What follows belongs to an exercise in optimizing a design on an open flow for small area, a short achievable clock period and few clock cycles per item; a production flow would make more cautious choices.
RTL that was checked went through simulation tests only; none was proved equivalent to the original.
The clock port is modelled as an ideal driver; clocking choices that lean on that would not hold on a real chip.
Power figures rest on the tool's default switching activity, not on a simulated workload.

Design sector_change_id_tracker, start of the top module:
module sector_change_id_tracker
(
	input  logic                          clk,
	input  logic                          arst_n,
	input  logic                          cfg_we,
	input  logic [scit_pkg::ID_W-1:0]     cfg_wdata,
	input  logic                          in_valid,
	output logic                          in_stall,
	input  logic [scit_pkg::CMD_W-1:0]    command,
	input  logic [scit_pkg::SECTOR_W-1:0] sector,
	input  logic [scit_pkg::ID_W-1:0]     change_id,
	output logic                          out_valid,
	input  logic                          out_stall,
	output logic [scit_pkg::ID_W-1:0]     sector_id,
	output logic                          cleared,
	output logic                          all_done,
	output logic                          bad_sector
);
make LEC_CHECK=0 ABC_CLOCK_PERIOD_IN_PS=2500 CAP_MARGIN=20 CORE_MARGIN=2 CORE_UTILIZATION=55 SETUP_SLACK_MARGIN=1.0 SLEW_MARGIN=20 TNS_END_PERCENT=0 finish   # period 4.0 ns
run.sh (not shown) runs the stock make flow with config.mk's settings and CLKGATE_MAP_FILE= SYNTH_SCRIPT=/design/flow/synth_recipe.tcl, a recipe that flattens the netlist after the stock synthesis.
The starting point passed the timing, DRC and antenna checks.
Testbench counts at the start, summed over its fixed seeds: cycles 32,776, items 32,768.
Change:
Settings changed: ABC_CLOCK_PERIOD_IN_PS 2500 to not set, CORE_UTILIZATION 55 to 65, PLACE_DENSITY set to 0.75, SETUP_SLACK_MARGIN 1.0 to 1.5, TNS_END_PERCENT 0 to not set.
This time the run stopped in clock tree synthesis (4_1_cts) with DPL-0038.
Area after synthesis is unchanged.
Synthesized cell count stays the same.
Change:
Settings changed: ABC_CLOCK_PERIOD_IN_PS set to 1500, SETUP_SLACK_MARGIN 1.5 to 2.2.
The changed run never finished: it broke off in clock tree synthesis (4_1_cts), error DPL-0038. Synthesized area stays the same. Synthesized cell count stays the same.
Change:
Settings changed: ABC_CLOCK_PERIOD_IN_PS 1500 to not set, CORE_UTILIZATION 65 to 40, PLACE_DENSITY 0.75 to not set, SETUP_SLACK_MARGIN 2.2 to not set.
=>
- Now the flow passed the timing, DRC and antenna checks
- area after synthesis is unchanged
- synthesized cell count stays the same

* * *

Another version of the RTL of sector_change_id_tracker (not shown whole).
Size in the first run: about 1600 cells after synthesis, roughly 120 I/O pins, about 0.016 sq mm of cells after synthesis.
==> flow/config.mk <==
export PLATFORM = sky130hd
export DESIGN_NAME = sector_change_id_tracker
export DESIGN_NICKNAME = sector_change_id_tracker
export VERILOG_FILES = /design/flow/design.v
export SDC_FILE = /design/flow/constraint.sdc
export NUM_CORES = 4
export LEC_CHECK = 0
export CAP_MARGIN = 20
export CORE_MARGIN = 2
export CORE_UTILIZATION = 55
export SETUP_SLACK_MARGIN = 1.8
export SLEW_MARGIN = 20
export TNS_END_PERCENT = 0
==> flow/constraint.sdc <==
create_clock -name core_clock -period 4.0 [get_ports {clk}]
set_input_delay 0.8000 -clock core_clock [delete_from_list [all_inputs] [get_ports {clk}]]
set_output_delay 0.8000 -clock core_clock [all_outputs]
set_load 0.01 [all_outputs]
standard.sh (not shown) runs the stock make flow with config.mk's settings and CLKGATE_MAP_FILE= SYNTH_SCRIPT=/design/flow/synth_recipe.tcl, a recipe that flattens the netlist after the stock synthesis.
==> flow/flow/run.sh <==
#!/bin/bash
# The standard layout (the standard.sh, standard synthesis unchanged), with
# the port buffers made from buf_2 cells instead of the delay buffers that
# buffer_ports picks by default, repair not held to matching footprints, and
# extra setup repair after CTS (post_cts.tcl). Make's output goes to standard.log.
set -euo pipefail
here=$(pwd)
bash standard.sh "BUFFER_PORTS_ARGS=-buffer_cell sky130_fd_sc_hd__buf_2" \
	MATCH_CELL_FOOTPRINT=0 "POST_CTS_TCL=$here/flow/post_cts.tcl" finish > standard.log 2>&1
==> flow/flow/post_cts.tcl <==
# Extra setup repair after CTS, aimed at the worst path only, then legalise.
estimate_parasitics -placement
for {set i 0} {$i < 4} {incr i} {
  repair_timing -setup -setup_margin 2.0 -repair_tns 0 -verbose
}
detailed_placement
check_placement -verbose
report_worst_slack
The first run completed without violations.
Next try:
==> flow/run.sh (new file) <==
#!/bin/bash
# synth_recipe.tcl (not shown) runs the flow's synth.tcl, then flattens the netlist and writes it again
# the make line also repeats each setting of config.mk as NAME=value (left out here)
make -C /OpenROAD-flow-scripts/flow DESIGN_CONFIG=/design/flow/config.mk WORK_HOME=/design/flow/orfs CLKGATE_MAP_FILE= SYNTH_SCRIPT=/design/flow/synth_recipe.tcl finish
--- a/flow/config.mk
+++ b/flow/config.mk
@@ -11 +11 @@
-export SETUP_SLACK_MARGIN = 1.8
+export SETUP_SLACK_MARGIN = 1.0
removed: flow/flow/run.sh
removed: flow/flow/post_cts.tcl
removed: flow/standard.sh
Synthesized cell count stays the same.
Routed wire length went down by 7.1%.
Core utilization is lower by 2.6 points.
Worst setup slack degrades by 0.39 ns.
Next try:
==> flow/flow/run.sh (new file) <==
#!/bin/bash
# The standard layout (the standard.sh, standard synthesis unchanged), with
# the port buffers made from buf_2 cells instead of the delay buffers that
# buffer_ports picks by default. The full make output goes to standard.log.
set -euo pipefail
bash standard.sh "BUFFER_PORTS_ARGS=-buffer_cell sky130_fd_sc_hd__buf_2" finish > standard.log 2>&1
==> flow/standard.sh (new file) <==
#!/bin/bash
# synth_recipe.tcl (not shown) runs the flow's synth.tcl, then flattens the netlist and writes it again
# the make line also repeats each setting of config.mk as NAME=value (left out here)
make -C /OpenROAD-flow-scripts/flow DESIGN_CONFIG=/design/flow/config.mk WORK_HOME=/design/flow/orfs CLKGATE_MAP_FILE= SYNTH_SCRIPT=/design/flow/synth_recipe.tcl "${@:-finish}"
--- a/flow/config.mk
+++ b/flow/config.mk
@@ -11 +11,2 @@
-export SETUP_SLACK_MARGIN = 1.0
+export CTS_BUF_LIST = sky130_fd_sc_hd__clkbuf_8
+export SETUP_SLACK_MARGIN = 1.8
removed: flow/run.sh
=>
- The changed run completed without violations
- power drops by 1.5%
- maximum frequency climbs by 11%
- final area climbs by 0.54%
- combinational power climbs by 6.8%
- final cell count climbs by 3.0%
- clock-buffer cell count climbs by 17
- via count climbs by 2.9%
- utilization climbs by 0.37 points
- worst hold slack gets worse by 0.30 ns
- wire length climbs by 5.1%
Next try:
==> flow/run.sh (new file) <==
#!/bin/bash
# synth_recipe.tcl (not shown) runs the flow's synth.tcl, then flattens the netlist and writes it again
# the make line also repeats each setting of config.mk as NAME=value (left out here)
make -C /OpenROAD-flow-scripts/flow DESIGN_CONFIG=/design/flow/config.mk WORK_HOME=/design/flow/orfs CLKGATE_MAP_FILE= SYNTH_SCRIPT=/design/flow/synth_recipe.tcl finish
--- a/flow/config.mk
+++ b/flow/config.mk
@@ -11,2 +11 @@
-export CTS_BUF_LIST = sky130_fd_sc_hd__clkbuf_8
-export SETUP_SLACK_MARGIN = 1.8
+export SETUP_SLACK_MARGIN = 2.5
removed: flow/flow/run.sh
removed: flow/standard.sh
Effect:
- final cell count shrinks slightly
- setup slack degrades by 0.0083 ns
- power is higher by a few percent
- sequential share of layout area went down by 1.6 points
- synthesized area stays the same
Next try:
==> flow/flow/run.sh (new file) <==
#!/bin/bash
# The standard layout (the standard.sh, standard synthesis unchanged), with
# the port buffers made from buf_2 cells instead of the delay buffers that
# buffer_ports picks by default. The full make output goes to standard.log.
set -euo pipefail
bash standard.sh "BUFFER_PORTS_ARGS=-buffer_cell sky130_fd_sc_hd__buf_2" finish > standard.log 2>&1
==> flow/standard.sh (new file) <==
#!/bin/bash
# synth_recipe.tcl (not shown) runs the flow's synth.tcl, then flattens the netlist and writes it again
# the make line also repeats each setting of config.mk as NAME=value (left out here)
make -C /OpenROAD-flow-scripts/flow DESIGN_CONFIG=/design/flow/config.mk WORK_HOME=/design/flow/orfs CLKGATE_MAP_FILE= SYNTH_SCRIPT=/design/flow/synth_recipe.tcl "${@:-finish}"
--- a/flow/config.mk
+++ b/flow/config.mk
@@ -11 +11 @@
-export SETUP_SLACK_MARGIN = 2.5
+export SETUP_SLACK_MARGIN = 1.8
removed: flow/run.sh
The changed run finished with timing, DRC and antenna clean; power goes down by a few percent; register-to-register slack got worse by 0.02 ns; worst setup slack is better by 0.0057 ns.
No run of this note included a check of the RTL's function; only the layout flow was run.

* * *

## job 9502
Another version of the RTL of sector_change_id_tracker (not shown whole).
Size: roughly 1400 cells after synthesis, roughly 340 flip-flops, ~120 I/O pins.
Design sector_change_id_tracker, start of the top module:
module sector_change_id_tracker
(
	input  logic                          clk,
	input  logic                          arst_n,
	input  logic                          cfg_we,
	input  logic [scit_pkg::ID_W-1:0]     cfg_wdata,
	input  logic                          in_valid,
	output logic                          in_stall,
	input  logic [scit_pkg::CMD_W-1:0]    command,
	input  logic [scit_pkg::SECTOR_W-1:0] sector,
	input  logic [scit_pkg::ID_W-1:0]     change_id,
	output logic                          out_valid,
	input  logic                          out_stall,
	output logic [scit_pkg::ID_W-1:0]     sector_id,
	output logic                          cleared,
	output logic                          all_done,
	output logic                          bad_sector
);
export LEC_CHECK = 0
export CAP_MARGIN = 20
export CORE_MARGIN = 2
export CORE_UTILIZATION = 50
export CTS_CLUSTER_DIAMETER = 60
export CTS_CLUSTER_SIZE = 24
export PLACE_DENSITY = 0.65
export SETUP_SLACK_MARGIN = 1.8
export SLEW_MARGIN = 20
export SYNTH_HIERARCHICAL = 1
export TNS_END_PERCENT = 0
create_clock -name core_clock -period 4.0 [get_ports {clk}]
==> flow/flow/run.sh <==
#!/bin/bash
# The standard layout (the standard.sh, standard synthesis unchanged), with
# the port buffers made from buf_2 cells instead of the delay buffers that
# buffer_ports picks by default. The full make output goes to standard.log.
set -euo pipefail
bash standard.sh "BUFFER_PORTS_ARGS=-buffer_cell sky130_fd_sc_hd__buf_2" finish > standard.log 2>&1
Testbench counts of job 9502, summed over its fixed seeds: cycles 32,776, items 32,768.
### job 9502 -> job 1356
# job 9502
export LEC_CHECK = 0
export CAP_MARGIN = 20
export CORE_MARGIN = 2
export CORE_UTILIZATION = 50
export CTS_CLUSTER_DIAMETER = 60
export CTS_CLUSTER_SIZE = 24
export PLACE_DENSITY = 0.65
export SETUP_SLACK_MARGIN = 1.8
export SLEW_MARGIN = 20
export SYNTH_HIERARCHICAL = 1
export TNS_END_PERCENT = 0
create_clock -name core_clock -period 4.0 [get_ports {clk}]
# job 1356
export LEC_CHECK = 0
export CAP_MARGIN = 20
export CORE_MARGIN = 2
export CORE_UTILIZATION = 70
export SETUP_SLACK_MARGIN = 1.8
export SLEW_MARGIN = 20
export SYNTH_HIERARCHICAL = 1
export TNS_END_PERCENT = 0
create_clock -name core_clock -period 4.0 [get_ports {clk}]
- Changes observed in job 1356 relative to job 9502: maximum frequency has remained practically unchanged; fraction of area in multi-input gates fell by 0.55 points.
- Floorplan check, job 1356 vs job 9502: die outline smaller in job 1356
- Non-clock buffer count grows by a few percent when moving from job 9502 to job 1356.
- Job 1356 against job 9502: placed wire-length estimate after detailed placement down 5.2%, post-route fraction of the period consumed by the critical path did not really move, overall routing resource usage shows an increase of 11 points, count of buffers inserted at the top-level ports ~0 delta.
- Post-detailed-route wirelength per cell, job 9502 and job 1356: higher on job 1356
- Side by side, core region area turned out lower in job 1356 than in job 9502.
[inputs] job 1002 vs job 1356
# job 1356
export LEC_CHECK = 0
export CAP_MARGIN = 20
export CORE_MARGIN = 2
export CORE_UTILIZATION = 70
export SETUP_SLACK_MARGIN = 1.8
export SLEW_MARGIN = 20
export SYNTH_HIERARCHICAL = 1
export TNS_END_PERCENT = 0
create_clock -name core_clock -period 4.0 [get_ports {clk}]
# job 1002
export LEC_CHECK = 0
export CAP_MARGIN = 20
export CORE_MARGIN = 2
export CORE_UTILIZATION = 50
export PLACE_DENSITY = 0.65
export SETUP_SLACK_MARGIN = 1.8
export SLEW_MARGIN = 20
export SYNTH_HIERARCHICAL = 1
export TNS_END_PERCENT = 0
create_clock -name core_clock -period 4.0 [get_ports {clk}]
--- outcome ---
From job 1356 to job 1002 the numbers moved as follows: core footprint went up; wire length after detailed routing went up about 1.8%; layout-stage area growth over the synthesis result moved up; met3 layer wire length in the routed design decreased about 20%.
met3 routing resource usage after global routing was higher in job 1356 than in job 1002.
## Diff of input files: job 4226 against job 1002
# job 1002
export LEC_CHECK = 0
export CAP_MARGIN = 20
export CORE_MARGIN = 2
export CORE_UTILIZATION = 50
export PLACE_DENSITY = 0.65
export SETUP_SLACK_MARGIN = 1.8
export SLEW_MARGIN = 20
export SYNTH_HIERARCHICAL = 1
export TNS_END_PERCENT = 0
create_clock -name core_clock -period 4.0 [get_ports {clk}]
# job 4226
export LEC_CHECK = 0
export CAP_MARGIN = 20
export CORE_MARGIN = 2
export CORE_UTILIZATION = 55
export CTS_CLUSTER_DIAMETER = 60
export CTS_CLUSTER_SIZE = 24
export SETUP_SLACK_MARGIN = 1.8
export SLEW_MARGIN = 20
export SYNTH_HIERARCHICAL = 1
export TNS_END_PERCENT = 0
create_clock -name core_clock -period 4.0 [get_ports {clk}]
### Flow results
- Having completed the whole flow, job 4226 delivered a layout that passed the timing, DRC and antenna checks.
- Taking job 1002 over job 4226, the non-clock buffer count ratio works out to 1.11.
- Across both runs, path length in cells of the critical path was lower for job 4226 than for job 1002.
- Post-synthesis to final-layout area growth ends up higher on job 1002.
- The final reports for job 4226 and job 1002 show die area lower in the former.
- Re critical-path maximum fanout: job 1002 was lower than job 4226.
- Going from job 1002 to job 4226, number of inserted filler cells in the final layout fell 280; worst setup slack decreased 110 ps.

==> what the ideal ports hide <==
In the flow no input, the clock included, has a driving cell. The finished layouts below were timed again as built, in two steps. Step 1, drivers: a clkbuf_16 drives clk and a buf_2 each remaining input, both assumed. Step 2, shift: input delay + t, output delay - t, t = (earliest + latest rising clock arrival at the registers) / 2. This alone moves slack from input paths to output paths. a / b / c = ideal ports / drivers / drivers and shift; a / b = the first two.
| run | t, ns | slack for setup (ns) | worst setup path after step 2 | latest minus earliest clock arrival (ns) | slew at the worst register clock pin (ns) |
|---|---|---|---|---|---|
| the first run of note 1 | 0.566 | 0.873 / 0.901 / 0.336 | input to register | 0.021 / 0.021 | 0.07 / 0.07 |
| the fourth run of note 1 | 0.580 | 0.463 / 0.485 / -0.095 | input to register | 0.013 / 0.014 | 0.06 / 0.06 |
| the first run of note 2 | 0.575 | 1.350 / 1.152 / 0.577 | input to register | 0.024 / 0.024 | 0.07 / 0.07 |
| the second run of note 2 | 0.578 | 0.956 / 0.974 / 0.396 | input to register | 0.026 / 0.026 | 0.06 / 0.06 |
| the third run of note 2 | 0.642 | 1.254 / 1.187 / 0.545 | input to register | 0.023 / 0.024 | 0.07 / 0.07 |
| the fourth run of note 2 | 0.590 | 1.245 / 1.096 / 0.506 | input to register | 0.040 / 0.040 | 0.07 / 0.07 |
| the fifth run of note 2 | 0.579 | 1.251 / 1.193 / 0.614 | input to register | 0.026 / 0.025 | 0.06 / 0.06 |
| job 9502 | 0.622 | 1.329 / 1.329 / 0.803 | input to register | 0.027 / 0.028 | 0.09 / 0.09 |
| job 1356 | 0.575 | 1.328 / 1.328 / 0.810 | input to register | 0.011 / 0.011 | 0.06 / 0.06 |
| job 1002 | 0.570 | 1.402 / 1.402 / 0.867 | input to register | 0.018 / 0.018 | 0.06 / 0.06 |
| job 4226 | 0.623 | 1.296 / 1.296 / 0.682 | input to register | 0.017 / 0.017 | 0.08 / 0.08 |
Met with ideal ports but missed after step 2: setup timing in the fourth run of note 1. The setup slack of the first run of note 2, which loses most, moves by -0.198 ns with the drivers and by -0.773 ns with both steps.
